This is an optimization exercise on Yosys and OpenROAD, whose aim is small area, not a production implementation.
In this exercise RTL edits were held to simulation tests only and were not proved equivalent to the original.
Power and IR drop assume default switching activity.

Design exec_core, start of the top module:
module exec_core (
	input  logic                clk,
	input  logic                arst_n,
	input  cpu16_pkg::word_t    instr,
	input  logic                instr_valid,
	input  cpu16_pkg::word_t    pc,
	input  cpu16_pkg::word_t    mem_rdata,
	output cpu16_pkg::word_t    mem_addr,
	output cpu16_pkg::word_t    mem_wdata,
	output logic                mem_we,
	output logic                jump_taken,
	output cpu16_pkg::word_t    jump_target,
	output logic                wb_en_o,
	output cpu16_pkg::reg_idx_t wb_idx,
	output cpu16_pkg::word_t    wb_data,
	output cpu16_pkg::flags_t   flags
);
	cpu16_pkg::word_t rd_a_data;
	cpu16_pkg::word_t rd_b_data;
	cpu16_pkg::word_t b_eff;
	cpu16_pkg::word_t alu_result;
	cpu16_pkg::word_t pc_inc;
	logic [16:0]      pc_cy;
	logic use_imm;
	logic lg_p, lg_g;
	logic op_add, op_addc, op_sub, op_not, op_shl, op_shr, sh_arith;
	logic op_load, op_link, set_flags;
	decoder decoder_i (
		.instr      (instr),
		.instr_valid(instr_valid),
		.flags      (flags),
		.use_imm    (use_imm),
		.op_add     (op_add),
		.op_addc    (op_addc),
		.op_sub     (op_sub),
		.lg_p       (lg_p),
		.lg_g       (lg_g),
		.op_not     (op_not),
		.op_shl     (op_shl),
		.op_shr     (op_shr),
		.sh_arith   (sh_arith),
		.op_load    (op_load),
		.op_link    (op_link),
		.set_flags  (set_flags),
		.wb_en      (wb_en_o),
		.mem_we     (mem_we),
		.jump_taken (jump_taken)
	);
	assign wb_idx = instr[11:8];
	regfile regfile_i (
		.clk       (clk),
		.arst_n    (arst_n),
		.wr_en     (wb_en_o),
		.wr_idx    (instr[11:8]),
		.wr_data   (wb_data),
  ...
Settings: LEC_CHECK=0, ABC_AREA=1, CAP_MARGIN=20, CORE_MARGIN=2, CORE_UTILIZATION=40, CTS_BUF_LIST=sky130_fd_sc_hd__clkbuf_8, CTS_CLUSTER_DIAMETER=60, CTS_CLUSTER_SIZE=16, SETUP_SLACK_MARGIN=0.3, SLEW_MARGIN=20; clock period 11.0 ns.
standard.sh (not shown) runs the stock make flow with config.mk's settings and CLKGATE_MAP_FILE= SYNTH_SCRIPT=/design/flow/synth_recipe.tcl, a recipe that flattens the netlist after the stock synthesis.
==> flow/flow/run.sh <==
#!/bin/bash
# The standard layout, with these changes: ABC maps the logic with an area-oriented script
# (flow/abc.script); the port buffers are the smallest buffer cell; clock tree synthesis adds
# no dummy loads; and after global routing the non-critical gates are downsized
# and slew and capacitance repaired again (flow/post_grt.tcl).
set -euo pipefail
here=$(pwd)
rm -rf "$here/scripts_own"
cp -r "$FLOW_HOME/scripts" "$here/scripts_own"
cp "$here/flow/abc.script" "$here/scripts_own/abc_area.script"
cp "$here/flow/abc.script" "$here/scripts_own/abc_speed.script"
export SCRIPTS_DIR="$here/scripts_own"
export BUFFER_PORTS_ARGS="-buffer_cell sky130_fd_sc_hd__buf_1"
export CTS_ARGS="-sink_clustering_enable -repair_clock_nets -buf_list sky130_fd_sc_hd__clkbuf_8 -sink_clustering_size 19 -sink_clustering_max_diameter 70 -dont_use_dummy_load"
export RECOVER_POWER=100
export POST_GLOBAL_ROUTE_TCL="$here/flow/post_grt.tcl"
bash standard.sh > "$here/layout_make.log" 2>&1
==> flow/flow/abc.script <==
strash
&get -n
&st
&dch
&nf -R 1000
&put
topo
stime -c
buffer -c
upsize -c
dnsize -c
==> flow/flow/post_grt.tcl <==
# After power recovery has downsized gates, repair the slew and capacitance it broke
global_route -start_incremental
repair_design_helper
detailed_placement
global_route -end_incremental
estimate_parasitics -global_routing
report_worst_slack
The starting point ran to the end with no violations.
Next try:
--- a/flow/flow/run.sh
+++ b/flow/flow/run.sh
@@ -14 +14 @@
-export CTS_ARGS="-sink_clustering_enable -repair_clock_nets -buf_list sky130_fd_sc_hd__clkbuf_8 -sink_clustering_size 19 -sink_clustering_max_diameter 70 -dont_use_dummy_load"
+export CTS_ARGS="-sink_clustering_enable -repair_clock_nets -buf_list sky130_fd_sc_hd__clkbuf_8 -sink_clustering_size 16 -sink_clustering_max_diameter 60 -dont_use_dummy_load"
--- a/flow/config.mk
+++ b/flow/config.mk
@@ -11 +11 @@
-export CORE_UTILIZATION = 40
+export CORE_UTILIZATION = 55
Non-clock buffer count came out higher by 2.
Via count is higher by 1.3%.
Hold slack is better by 0.010 ns.
Global-route usage is higher by 9.1 points.
Clock skew went down by 0.027 ns.
Combinational power climbs by about 1%.
Worst setup slack is worse by 0.14 ns.
Sequential power barely changes.
Register-to-register slack is about the same.

static timing again, ports no longer ideal:
How much do the figures lean on ideal ports? The routed layouts below were timed once more, with nothing changed but the port constraints. Step 1 sets driving cells, clkbuf_16 on the clock port and buf_2 on the other inputs (assumed; they add their load-dependent delay and slew). Step 2 adds t to the input delays and takes it off the output delays; t is the mean of the earliest and latest rising clock arrival at the registers after step 1. Input paths then give back, and output paths get back, about the clock's delay inside the block. a / b / c = ideal / step 1 / step 2; a / b = the first two.
| run | t (ns) | setup slack, ns | worst data-port slew with drivers (ns) | pins driven straight from the clock port |
|---|---|---|---|---|
| the first run | 0.579 | 0.531 / 0.500 / 0.500 | 0.05 | 1 |
| the second run | 0.575 | 0.386 / 0.355 / 0.355 | 0.05 | 1 |
After both steps every run listed still meets setup and hold.
